This is an optimization exercise on Yosys and OpenROAD, whose aim is a short achievable clock period and few clock cycles, not a production implementation.
In this exercise RTL edits were held to simulation tests only and were not proved equivalent to the original.
No activity file was given, so power comes from the tool's default toggle rates.

**flow/flow/run.sh**
```bash
#!/bin/bash
set -euo pipefail
MARGIN=${MARGIN:-7.5}
bash standard.sh synth > synth.log 2>&1
bash standard.sh SETUP_SLACK_MARGIN=$MARGIN finish > layout.log 2>&1
```
**flow/standard.sh**
```bash
#!/bin/bash
# synth_recipe.tcl (not shown) runs the flow's synth.tcl, then flattens the netlist and writes it again
# the make line also repeats each setting of config.mk as NAME=value (left out here)
make -C /OpenROAD-flow-scripts/flow DESIGN_CONFIG=/design/flow/config.mk WORK_HOME=/design/flow/orfs CLKGATE_MAP_FILE= SYNTH_SCRIPT=/design/flow/synth_recipe.tcl "${@:-finish}"
```
**flow/constraint.sdc**
```tcl
create_clock -name core_clock -period 12.0 [get_ports {clk}]
set_input_delay 2.4000 -clock core_clock [delete_from_list [all_inputs] [get_ports {clk}]]
set_output_delay 2.4000 -clock core_clock [all_outputs]
set_load 0.01 [all_outputs]
```
**flow/design.v**
```verilog
package mipsPkg;
    localparam logic [5:0] OP_SPECIAL = 6'd0;
    localparam logic [5:0] OP_REGIMM  = 6'd1;
    localparam logic [5:0] OP_J       = 6'd2;
    localparam logic [5:0] OP_JAL     = 6'd3;
    localparam logic [5:0] OP_BEQ     = 6'd4;
    localparam logic [5:0] OP_BNE     = 6'd5;
    localparam logic [5:0] OP_BLEZ    = 6'd6;
    localparam logic [5:0] OP_BGTZ    = 6'd7;
    localparam logic [5:0] OP_ADDIU   = 6'd9;
    localparam logic [5:0] OP_SLTI    = 6'd10;
    localparam logic [5:0] OP_SLTIU   = 6'd11;
    localparam logic [5:0] OP_ANDI    = 6'd12;
    localparam logic [5:0] OP_ORI     = 6'd13;
    localparam logic [5:0] OP_XORI    = 6'd14;
    localparam logic [5:0] OP_LUI     = 6'd15;
    localparam logic [5:0] OP_LW      = 6'd35;
    localparam logic [5:0] OP_SW      = 6'd43;
    localparam logic [5:0] FN_SLL  = 6'd0;
    localparam logic [5:0] FN_SRL  = 6'd2;
    localparam logic [5:0] FN_SRA  = 6'd3;
    localparam logic [5:0] FN_SLLV = 6'd4;
    localparam logic [5:0] FN_SRLV = 6'd6;
    localparam logic [5:0] FN_SRAV = 6'd7;
    localparam logic [5:0] FN_JR   = 6'd8;
    localparam logic [5:0] FN_JALR = 6'd9;
    localparam logic [5:0] FN_ADDU = 6'd33;
    localparam logic [5:0] FN_SUBU = 6'd35;
    localparam logic [5:0] FN_AND  = 6'd36;
    localparam logic [5:0] FN_OR   = 6'd37;
    localparam logic [5:0] FN_XOR  = 6'd38;
    localparam logic [5:0] FN_SLT  = 6'd42;
    localparam logic [5:0] FN_SLTU = 6'd43;
    localparam logic [4:0] RI_BLTZ = 5'd0;
    localparam logic [4:0] RI_BGEZ = 5'd1;
    localparam logic [1:0] LG_AND  = 2'd0;
    localparam logic [1:0] LG_OR   = 2'd1;
    localparam logic [1:0] LG_XOR  = 2'd2;
    localparam logic [1:0] LG_B    = 2'd3;  
endpackage
module mipsAlu
(
    input  logic [31:0] a,
    input  logic [31:0] b,
    input  logic [4:0]  shamt,
    input  logic        selLogic,
    input  logic        selShift,
    input  logic        selSlt,
    input  logic        selSltu,
    input  logic        isSub,
    input  logic [1:0]  logicOp,
    input  logic        shLeft,
    input  logic        shArith,
    input  logic        shVar,
    output logic [31:0] sum,
    output logic [31:0] other,
    output logic        setBit
);
    logic [31:0] logicRes;
    logic [31:0] shiftRes;
    logic [4:0]  amt;
    logic        lt;
    logic        ltu;
    logic signed [31:0] aSigned;
    logic signed [31:0] bSigned;
    logic signed [32:0] bShift;
    assign aSigned = a;
    assign bSigned = b;
    assign bShift  = {shArith & b[31], b};
    assign sum = isSub ? (a - b) : (a + b);
    always_comb begin
        case (logicOp)
            mipsPkg::LG_AND: logicRes = a & b;
            mipsPkg::LG_OR:  logicRes = a | b;
            mipsPkg::LG_XOR: logicRes = a ^ b;
            default:         logicRes = b;
        endcase
    end
    assign amt = shVar ? a[4:0] : shamt;
    always_comb begin
        if (shLeft) shiftRes = b << amt;
        else        shiftRes = 32'(bShift >>> amt);
    end
    assign lt  = aSigned < bSigned;
    assign ltu = a < b;
    assign other  = ({32{selLogic}} & logicRes) | ({32{selShift}} & shiftRes);
    assign setBit = (selSlt & lt) | (selSltu & ltu);
endmodule
module mipsControl
(
    input  logic [31:0] instr,
    output logic        bImm,       
    output logic [31:0] immVal,     
    output logic        selArith,   
    output logic        selLogic,
    output logic        selShift,
    output logic        selSlt,
    output logic        selSltu,
    output logic        selLink,
    output logic        isSub,
    output logic [1:0]  logicOp,
    output logic        shLeft,
    output logic        shArith,
    output logic        shVar,
    output logic        regWrite,
    output logic [4:0]  dst,
    output logic        isLoad,
    output logic        isStore,
    output logic        brEq,
    output logic        brNe,
    output logic        brLez,
    output logic        brGtz,
    output logic        brLtz,
    output logic        brGez,
    output logic        isJ,
    output logic        isJr
);
    logic [5:0] op;
    logic [5:0] funct;
    logic [4:0] rt;
    logic [4:0] rd;
    assign op    = instr[31:26];
    assign funct = instr[5:0];
    assign rt    = instr[20:16];
    assign rd    = instr[15:11];
    logic [4:0] dstRaw;
    logic       wrRaw;
    always_comb begin
        bImm     = 1'b0;
        immVal   = {{16{instr[15]}}, instr[15:0]};
        selArith = 1'b0;
        selLogic = 1'b0;
        selShift = 1'b0;
        selSlt   = 1'b0;
        selSltu  = 1'b0;
        selLink  = 1'b0;
        isSub    = 1'b0;
        logicOp  = mipsPkg::LG_AND;
        shLeft   = 1'b0;
        shArith  = 1'b0;
        shVar    = 1'b0;
        wrRaw    = 1'b0;
        dstRaw   = rt;
        isLoad   = 1'b0;
        isStore  = 1'b0;
        brEq     = 1'b0;
        brNe     = 1'b0;
        brLez    = 1'b0;
        brGtz    = 1'b0;
        brLtz    = 1'b0;
        brGez    = 1'b0;
        isJ      = 1'b0;
        isJr     = 1'b0;
        case (op)
            mipsPkg::OP_SPECIAL: begin
                dstRaw = rd;
                wrRaw  = 1'b1;
                case (funct)
                    mipsPkg::FN_SLL:  begin selShift = 1'b1; shLeft = 1'b1; end
                    mipsPkg::FN_SRL:  selShift = 1'b1;
                    mipsPkg::FN_SRA:  begin selShift = 1'b1; shArith = 1'b1; end
                    mipsPkg::FN_SLLV: begin selShift = 1'b1; shLeft = 1'b1; shVar = 1'b1; end
                    mipsPkg::FN_SRLV: begin selShift = 1'b1; shVar = 1'b1; end
                    mipsPkg::FN_SRAV: begin selShift = 1'b1; shArith = 1'b1; shVar = 1'b1; end
                    mipsPkg::FN_ADDU: selArith = 1'b1;
                    mipsPkg::FN_SUBU: begin selArith = 1'b1; isSub = 1'b1; end
                    mipsPkg::FN_AND:  begin selLogic = 1'b1; logicOp = mipsPkg::LG_AND; end
                    mipsPkg::FN_OR:   begin selLogic = 1'b1; logicOp = mipsPkg::LG_OR; end
                    mipsPkg::FN_XOR:  begin selLogic = 1'b1; logicOp = mipsPkg::LG_XOR; end
                    mipsPkg::FN_SLT:  selSlt = 1'b1;
                    mipsPkg::FN_SLTU: selSltu = 1'b1;
                    mipsPkg::FN_JR: begin
                        isJr  = 1'b1;
                        wrRaw = 1'b0;
                    end
                    mipsPkg::FN_JALR: begin
                        isJr    = 1'b1;
                        selLink = 1'b1;
                    end
                    default: wrRaw = 1'b0;
                endcase
            end
            mipsPkg::OP_REGIMM: begin
                case (rt)
                    mipsPkg::RI_BLTZ: brLtz = 1'b1;
                    mipsPkg::RI_BGEZ: brGez = 1'b1;
                    default: ;
                endcase
            end
            mipsPkg::OP_J: isJ = 1'b1;
            mipsPkg::OP_JAL: begin
                isJ     = 1'b1;
                selLink = 1'b1;
                dstRaw  = 5'd31;
                wrRaw   = 1'b1;
            end
            mipsPkg::OP_BEQ:  brEq  = 1'b1;
            mipsPkg::OP_BNE:  brNe  = 1'b1;
            mipsPkg::OP_BLEZ: brLez = 1'b1;
            mipsPkg::OP_BGTZ: brGtz = 1'b1;
            mipsPkg::OP_ADDIU: begin
                bImm = 1'b1; wrRaw = 1'b1; selArith = 1'b1;
            end
            mipsPkg::OP_SLTI: begin
                bImm = 1'b1; wrRaw = 1'b1; selSlt = 1'b1;
            end
            mipsPkg::OP_SLTIU: begin
                bImm = 1'b1; wrRaw = 1'b1; selSltu = 1'b1;
            end
            mipsPkg::OP_ANDI: begin
                bImm = 1'b1; wrRaw = 1'b1; selLogic = 1'b1; logicOp = mipsPkg::LG_AND;
                immVal = {16'd0, instr[15:0]};
            end
            mipsPkg::OP_ORI: begin
                bImm = 1'b1; wrRaw = 1'b1; selLogic = 1'b1; logicOp = mipsPkg::LG_OR;
                immVal = {16'd0, instr[15:0]};
            end
            mipsPkg::OP_XORI: begin
                bImm = 1'b1; wrRaw = 1'b1; selLogic = 1'b1; logicOp = mipsPkg::LG_XOR;
                immVal = {16'd0, instr[15:0]};
            end
            mipsPkg::OP_LUI: begin
                bImm = 1'b1; wrRaw = 1'b1; selLogic = 1'b1; logicOp = mipsPkg::LG_B;
                immVal = {instr[15:0], 16'd0};
            end
            mipsPkg::OP_LW: begin
                bImm = 1'b1; wrRaw = 1'b1; selArith = 1'b1; isLoad = 1'b1;
            end
            mipsPkg::OP_SW: begin
                bImm = 1'b1; selArith = 1'b1; isStore = 1'b1;
            end
            default: ;
        endcase
    end
    assign regWrite = wrRaw && (dstRaw != 5'd0);
    assign dst      = dstRaw;
endmodule
module mipsRegFile (
    input  logic        clk,
    input  logic        reset,
    input  logic [4:0]  rsAddr,
    input  logic [4:0]  rtAddr,
    input  logic [4:0]  writeAddr,
    input  logic        writeEnable,
    input  logic [31:0] writeData,
    output logic [31:0] rsData,
    output logic [31:0] rtData
);
    logic [31:0] regs [1:31];
    always_ff @(posedge clk) begin
        for (int i = 1; i < 32; i++) begin
            if (reset) regs[i] <= 32'd0;
            else if (writeEnable && (writeAddr == 5'(i))) regs[i] <= writeData;
        end
    end
    always_comb begin
        rsData = 32'd0;
        rtData = 32'd0;
        for (int i = 1; i < 32; i++) begin
            if (rsAddr == 5'(i)) rsData = regs[i];
            if (rtAddr == 5'(i)) rtData = regs[i];
        end
    end
endmodule
module mipsPcUnit
#(
    parameter logic [31:0] resetAddress = 32'hBFC00000
) (
    input  logic        clk,
    input  logic        reset,
    input  logic        hold,
    input  logic        taken,
    input  logic [31:0] target,
    output logic [31:0] pc,
    output logic [31:0] pcPlus4
);
    assign pcPlus4 = pc + 32'd4;
    always_ff @(posedge clk) begin
        if (reset)      pc <= resetAddress;
        else if (hold)  pc <= pc;
        else if (taken) pc <= target;
        else            pc <= pcPlus4;
    end
endmodule
module mipsCpu
#(
    parameter logic [31:0] resetAddress = 32'hBFC00000
) (
    input  logic        clk,
    input  logic        reset,
    output logic [31:0] instrAddr,
    input  logic [31:0] instr,
    output logic [31:0] dataAddr,
    output logic [31:0] dataWriteData,
    output logic        dataRead,
    output logic        dataWrite,
    input  logic [31:0] dataReadData
);
    logic resetQ;
    always_ff @(posedge clk) resetQ <= reset;
    logic [31:0] pcF;
    logic [4:0]  rsF;
    logic [4:0]  rtF;
    logic        bImmF;
    logic [31:0] immF;
    logic        selArithF, selLogicF, selShiftF, selSltF, selSltuF, selLinkF;
    logic        isSubF;
    logic [1:0]  logicOpF;
    logic        shLeftF, shArithF, shVarF;
    logic        regWriteF;
    logic [4:0]  dstF;
    logic        isLoadF, isStoreF;
    logic        brEqF, brNeF, brLezF, brGtzF, brLtzF, brGezF, isJF, isJrF;
    assign rsF = instr[25:21];
    assign rtF = instr[20:16];
    mipsControl mipsControl_i (
        .instr    (instr),
        .bImm     (bImmF),
        .immVal   (immF),
        .selArith (selArithF),
        .selLogic (selLogicF),
        .selShift (selShiftF),
        .selSlt   (selSltF),
        .selSltu  (selSltuF),
        .selLink  (selLinkF),
        .isSub    (isSubF),
        .logicOp  (logicOpF),
        .shLeft   (shLeftF),
        .shArith  (shArithF),
        .shVar    (shVarF),
        .regWrite (regWriteF),
        .dst      (dstF),
        .isLoad   (isLoadF),
        .isStore  (isStoreF),
        .brEq     (brEqF),
        .brNe     (brNeF),
        .brLez    (brLezF),
        .brGtz    (brGtzF),
        .brLtz    (brLtzF),
        .brGez    (brGezF),
        .isJ      (isJF),
        .isJr     (isJrF)
    );
    logic [31:0] sumM;
    logic [31:0] otherM;
    logic        setM;
    logic        arithM;
    logic [31:0] resM;
    logic [31:0] sdM;
    logic [4:0]  dstM;
    logic        wrM;
    logic        loadM;
    logic        storeM;
    logic [31:0] resultM;
    assign resM    = (arithM ? sumM : otherM) | {31'd0, setM};
    assign resultM = loadM ? dataReadData : resM;
    logic [31:0] resW;
    always_ff @(posedge clk) resW <= resultM;
    logic [31:0] rfRs;
    logic [31:0] rfRt;
    mipsRegFile mipsRegFile_i (
        .clk         (clk),
        .reset       (resetQ),
        .rsAddr      (rsF),
        .rtAddr      (rtF),
        .writeAddr   (dstM),
        .writeEnable (wrM),
        .writeData   (resultM),
        .rsData      (rfRs),
        .rtData      (rfRt)
    );
    logic [31:0] aE, bE, sdE;
    logic        fwdLdA, fwdAluA, fwdWA;
    logic        fwdLdB, fwdAluB, fwdWB;
    logic        fwdLdSd, fwdAluSd, fwdWSd;
    logic [4:0]  shamtE;
    logic [15:0] offE;
    logic [25:0] idxE;
    logic        selArithE, selLogicE, selShiftE, selSltE, selSltuE;
    logic        isSubE;
    logic [1:0]  logicOpE;
    logic        shLeftE, shArithE, shVarE;
    logic        wrE;
    logic [4:0]  dstE;
    logic        loadE, storeE;
    logic        brEqE, brNeE, brLezE, brGtzE, brLtzE, brGezE, isJE, isJrE;
    logic matchRsE, matchRtE, matchRsM, matchRtM;
    assign matchRsE = wrE && (dstE == rsF);
    assign matchRtE = wrE && (dstE == rtF);
    assign matchRsM = wrM && (dstM == rsF);
    assign matchRtM = wrM && (dstM == rtF);
    logic bRtF;
    assign bRtF = !bImmF && !selLinkF;
    logic stall;
    assign stall = loadE
                && (((brEqF || brNeF || brLezF || brGtzF || brLtzF || brGezF || isJrF) && matchRsE)
                 || ((brEqF || brNeF) && matchRtE));
    always_ff @(posedge clk) begin
        aE       <= rfRs;
        if (selLinkF)   bE <= pcF + 32'd8;  
        else if (bImmF) bE <= immF;
        else            bE <= rfRt;
        sdE      <= rfRt;
        fwdLdA   <= matchRsE && loadE;
        fwdAluA  <= matchRsE && !loadE;
        fwdWA    <= matchRsM && !matchRsE;
        fwdLdB   <= bRtF && matchRtE && loadE;
        fwdAluB  <= bRtF && matchRtE && !loadE;
        fwdWB    <= bRtF && matchRtM && !matchRtE;
        fwdLdSd  <= matchRtE && loadE;
        fwdAluSd <= matchRtE && !loadE;
        fwdWSd   <= matchRtM && !matchRtE;
        shamtE   <= instr[10:6];
        offE     <= instr[15:0];
        idxE     <= instr[25:0];
        selArithE <= selArithF;
        selLogicE <= selLogicF || selLinkF;
        selShiftE <= selShiftF;
        selSltE   <= selSltF;
        selSltuE  <= selSltuF;
        isSubE    <= isSubF;
        logicOpE  <= selLinkF ? mipsPkg::LG_B : logicOpF;
        shLeftE   <= shLeftF;
        shArithE  <= shArithF;
        shVarE    <= shVarF;
        dstE      <= dstF;
        if (resetQ || stall) begin
            wrE    <= 1'b0;
            loadE  <= 1'b0;
            storeE <= 1'b0;
            brEqE  <= 1'b0;
            brNeE  <= 1'b0;
            brLezE <= 1'b0;
            brGtzE <= 1'b0;
            brLtzE <= 1'b0;
            brGezE <= 1'b0;
            isJE   <= 1'b0;
            isJrE  <= 1'b0;
        end else begin
            wrE    <= regWriteF;
            loadE  <= isLoadF;
            storeE <= isStoreF;
            brEqE  <= brEqF;
            brNeE  <= brNeF;
            brLezE <= brLezF;
            brGtzE <= brGtzF;
            brLtzE <= brLtzF;
            brGezE <= brGezF;
            isJE   <= isJF;
            isJrE  <= isJrF;
        end
    end
    logic [31:0] aReg, bReg, sdReg;
    logic [31:0] a, b, sd;
    assign aReg  = fwdAluA  ? resM : (fwdWA  ? resW : aE);
    assign bReg  = fwdAluB  ? resM : (fwdWB  ? resW : bE);
    assign sdReg = fwdAluSd ? resM : (fwdWSd ? resW : sdE);
    assign a  = fwdLdA  ? dataReadData : aReg;
    assign b  = fwdLdB  ? dataReadData : bReg;
    assign sd = fwdLdSd ? dataReadData : sdReg;
    logic [31:0] sumE;
    logic [31:0] otherE;
    logic        setE;
    mipsAlu mipsAlu_i (
        .a        (a),
        .b        (b),
        .shamt    (shamtE),
        .selLogic (selLogicE),
        .selShift (selShiftE),
        .selSlt   (selSltE),
        .selSltu  (selSltuE),
        .isSub    (isSubE),
        .logicOp  (logicOpE),
        .shLeft   (shLeftE),
        .shArith  (shArithE),
        .shVar    (shVarE),
        .sum      (sumE),
        .other    (otherE),
        .setBit   (setE)
    );
    logic        eq, aZero, taken;
    logic [31:0] target;
    assign eq    = (aReg == bReg);
    assign aZero = (aReg == 32'd0);
    assign taken = isJE || isJrE
                || (brEqE && eq) || (brNeE && !eq)
                || (brLezE && (aReg[31] || aZero)) || (brGtzE && !aReg[31] && !aZero)
                || (brLtzE && aReg[31]) || (brGezE && !aReg[31]);
    always_comb begin
        if (isJrE)     target = aReg;
        else if (isJE) target = {pcF[31:28], idxE, 2'b00};
        else           target = pcF + {{14{offE[15]}}, offE, 2'b00};
    end
    logic [31:0] pcPlus4F;
    mipsPcUnit #(
        .resetAddress (resetAddress)
    ) mipsPcUnit_i (
        .clk     (clk),
        .reset   (resetQ),
        .hold    (stall),
        .taken   (taken),
        .target  (target),
        .pc      (pcF),
        .pcPlus4 (pcPlus4F)
    );
    always_ff @(posedge clk) begin
        sumM   <= sumE;
        otherM <= otherE;
        setM   <= setE;
        arithM <= selArithE;
        sdM  <= sd;
        dstM <= dstE;
        if (resetQ) begin
            wrM    <= 1'b0;
            loadM  <= 1'b0;
        end else begin
            wrM    <= wrE;
            loadM  <= loadE;
        end
        storeM <= storeE && !resetQ && !reset;
    end
    assign instrAddr     = pcF;
    assign dataAddr      = resM;
    assign dataWriteData = sdM;
    assign dataRead      = loadM;
    assign dataWrite     = storeM && !reset;
endmodule
```
**flow/config.mk**
```make
export PLATFORM = sky130hd
export DESIGN_NAME = mipsCpu
export DESIGN_NICKNAME = mipsCpu
export VERILOG_FILES = /design/flow/design.v
export SDC_FILE = /design/flow/constraint.sdc
export NUM_CORES = 4
export LEC_CHECK = 0
export ABC_CLOCK_PERIOD_IN_PS = 4500
export CAP_MARGIN = 20
export CORE_MARGIN = 2
export CORE_UTILIZATION = 30
export SETUP_SLACK_MARGIN = 5
export SLEW_MARGIN = 20
```
==> out/qor.json <==
{
  "async_flop_share_pct": 0,
  "num_io_pins": 164,
  "timing_worst_setup_path_type": "in -> out",
  "clk_path_buf_depth": 3,
  "initial_core_utilization_pct": 30.1,
  "grt_remaining_overflow": 0,
  "tritoncts": "yes",
  "post_cts_clock_slew_at_the_launch_and_capture_registers_of_the_worst_setup_and_hold_paths_ns": 0.06,
  "crit-reg2reg-launch": "arithM$_DFF_P_",
  "arrival_ns": 2.69,
  "final_total_power_mw": 12.1,
  "routed_antenna_nets": 0,
  "final_cell_area_um2": 93700,
  "clock_tree_root_driver_cell": "clkbuf_16",
  "crit_path_end_kind": "output pin",
  "cts_hold_repair.buffers": 0,
  "placementRows": 183,
  "p_leak_nw": 33.1,
  "dieHeight_um": 503,
  "unique_masters_post_synth": 93,
  "cell_pwr_density_nw_per_um2": 129,
  "tritoncts.num_buffers": 147,
  "status": "no timing/DRC/antenna violations",
  "timing.critical_path.from_type": "primary input",
  "reg2reg_depth": 24,
  "peakVddDrop_mv": 0.128,
  "placed_cell_area_um2": 79700,
  "seq_area_um2": 26500,
  "yosysWarningCount": 6,
  "multi_input_comb_area_um2": 48300,
  "route.final.wire_length_mm": 425,
  "syn-cell-area_um2": 74800,
  "gp_congestion": 1.05,
  "ys_seq_elements": 1321,
  "setup_viol": 0,
  "design.core.area_um2": 248000,
  "postSynthNetCount": 10300,
  "finClkSkew_ns": 0.0509,
  "worstSetupStartpoint": "reset",
  "via_count_of_the_first_global_routing_pass": 75600,
  "die-width_um": 503,
  "drive_gt1_share_pct": 17.6,
  "clock_tree.htree_level_count": 4,
  "setup.worst_path.end": "dataWrite",
  "place.port_buffers": 163,
  "pre_antenna_drt_iters": 10,
  "layout.filler_cells": 25500,
  "area.growth.synth_to_final_pct": 25.2,
  "design.final.nets": 10400,
  "post_synth.cell_area_avg_um2": 7.39,
  "reg2reg_setup_slack_ns": 6.96,
  "worst_setup_timing_slack_at_the_placement_stage_ns": 4.79,
  "max_slew_vio_count": 0,
  "worst_ep_required_time_ns": 9.60,
  "vias_per_inst": 6.26,
  "layout_worst_path_cycle_share_pct": 42.5,
  "seq_area_frac_synth_pct": 35.3,
  "overall_global_routing_usage_pct": 31.6,
  "detailedPlacementHpwl_mm": 281,
  "maximum_number_of_pins_on_one_net_before_global_route_repair": 184,
  "via_count": 85600,
  "first_pass_grt_wire_length_mm": 586,
  "worstMarginPinSlew_ns": 1.26,
  "cts_num_sinks": 1321,
  "antenna_found_initial": 23,
  "crit_fanout": 2,
  "hold_violations": 0,
  "ys_dominant_reg_cell": "dfxtp_1",
  "timing.final.ws_setup_ns": 6.91,
  "drc": 0,
  "rsz0062_at_grt": "true",
  "routed_wire_length_per_instance_um": 31.1,
  "setup_tns_ns": 0,
  "synth_enable_flop_cells": 0,
  "clock_latency_ns": 0.87,
  "die_area_um2": 253000,
  "postSynthCellCount": 10100,
  "achievable-frequency_mhz": 196,
  "worstHoldPathType": "reg -> reg",
  "r2r_end": "sumM[31]$_DFF_P_",
  "period_needed_ns": 5.09,
  "dr.first_iter.drc_count": 14300,
  "timing.max_cap.violations": 0,
  "timing.max_slew.rel_slack_pct": 15.6
}
==> cell usage after synthesis (18+ instances only) <==
library cell     n  share of area, %
xnor2_1        111               1.3
nor2b_1         42              0.35
a211o_1         19              0.22
buf_1           94              0.47
a32oi_1         19              0.22
nand3_1        199               1.3
o2bb2ai_1       24              0.28
mux2_2         126               1.9
a211oi_1        81              0.81
o211ai_1        72              0.72
o31ai_1         36              0.36
o22a_1          22              0.26
o221ai_1        66              0.77
nor3_1         123              0.82
ha_1           127               2.1
nand4_1         55              0.46
nor2_1         652               3.3
mux2i_1        441               5.9
o22ai_1        270               2.3
a221o_1         40              0.54
xor2_1          60              0.70
mux4_2          18              0.54
nand2b_1        39              0.33
buf_2           32              0.21
inv_1          155              0.78
a21oi_1       1377               9.2
a31oi_1         70              0.59
dfxtp_1       1321                35
o21a_1          56              0.56
nand2_1       2345                12
a222oi_1        36              0.48
or3_1           27              0.23
and3_1          33              0.28
clkbuf_1       750               3.8
a221oi_1       112               1.3
a21o_1          42              0.42
nor4_1          33              0.28
o2111ai_1       31              0.36
a22oi_1        152               1.5
o21ai_0        517               3.5
==> how the worst min path moves through the flow <==
stage                            startpoint              to  slack, ns  cells past startpoint
after floorplan           selArithE$_DFF_P_  arithM$_DFF_P_       0.31                      0
after global placement    selArithE$_DFF_P_  arithM$_DFF_P_       0.31                      0
after detailed placement  selArithE$_DFF_P_  arithM$_DFF_P_       0.32                      0
after CTS                 selArithE$_DFF_P_  arithM$_DFF_P_       0.33                      0
after global routing      selArithE$_DFF_P_  arithM$_DFF_P_       0.34                      0
final                     selArithE$_DFF_P_  arithM$_DFF_P_       0.33                      0
==> final cells by class <==
type                            instances  area share, %
Multi-Input combinational cell       7761           51.5
Clock buffer                          197           4.44
Inverter                              161          0.710
Clock inverter                         72           1.09
Tap cell                             3330           4.45
Timing Repair Buffer                  812           9.47
Antenna cell                           16         0.0427
Sequential cell                      1321           28.3
==> cell families after synthesis <==
family / Yosys count / share of synthesized area, %
xor+xnor: 171 / 2.00
simple gates: 3648 / 20.1
flops: 1321 / 35.3
buf+inv: 1047 / 5.39
compound gates: 3207 / 26.3
fa+ha+maj: 130 / 2.20
mux: 597 / 8.61
==> where the power goes <==
| group | switching [mW] | internal (mW) |
|---|---|---|
| sequential | 0.138 | 4.51 |
| clock | 2.16 | 2.82 |
| combinational | 1.60 | 0.861 |
| total | 3.90 | 8.19 |
==> what timing repair did <==
action	CTS	global route
setup buffers	263	128
setup endpoints to repair	251	165
gates cloned	37	9
resized for setup	938	357
pin swaps	108	167
==> cells in the final DEF (no fill, tap or decap), types with 88 or more instances in the layout <==
cell	n
dfxtp_1	1291
buf_4	450
nand3_1	193
inv_1	123
buf_6	98
nor3_1	106
mux2i_1	379
o21ai_0	424
clkdlybuf4s50_1	88
xnor2_1	108
nand2_1	2290
o22ai_1	254
a22oi_1	146
ha_1	103
clkbuf_16	155
a21oi_1	1304
nor2_1	567
mux2_2	120
==> through the flow <==
step,hold slack [ns],utilization (%),cells
final,0.326,37.7,13700
after global routing,0.337,37.7,13700
after CTS,0.327,36.7,13500
after detailed placement,0.316,32.1,12900
after global placement,0.312,32.1,12900
after floorplan,0.310,-,10100
==> critical path: stages <==
cell	delay (ns)
buf_8	0.10
nor2b_4	0.10
buf_6	0.10
==> flip-flops by register name, indices dropped and copies added, names as in the netlist, 2 cells and up <==
signal,cells
sdM,32
mipsPcUnit_i.pc,32
resW,32
sdE,32
mipsRegFile_i.regs,992
dstM,5
sumM,32
bE,32
idxE,26
aE,32
logicOpE,2
dstE,5
otherM,32
==> metal layers <==
layer | GRT usage [%] | part of all wire (%) | wire length (um) | up-vias
li1 | - | - | - | 36200
met1 | 39.6 | 37 | 155000 | 40400
met2 | 45.8 | 41 | 173000 | 7094
met3 | 9.54 | 13 | 56500 | 1907
met4 | 23.0 | 9.4 | 40100 | 22
met5 | 0 | 0.040 | 169 | -
Testbench counts, summed over its fixed seeds: cycles 58,762.

-- port drivers added, routing unchanged --
In the flow no input, the clock included, has a driving cell. The finished layout below was timed again as built, in two steps. Step 1 assumes that a clkbuf_16 drives the clock port and a buf_2 every other input. Step 2 times the ports against the registers' clock, not the clock port: input delays grow and output delays shrink by t, the midpoint of the rising clock arrivals with the driver on. Slacks: no drivers / after step 1 / after step 2; pairs: no drivers / after step 1.
t, ns: 0.936
slack for setup (ns): 6.906 / 6.868 / 6.160
slew at the worst register clock pin (ns): 0.07 / 0.07
pins driven straight from the clock port: 1
After both steps this run still meets setup and hold. For this run, drivers alone change the setup slack by -0.038 ns; drivers and shift together by -0.746 ns.
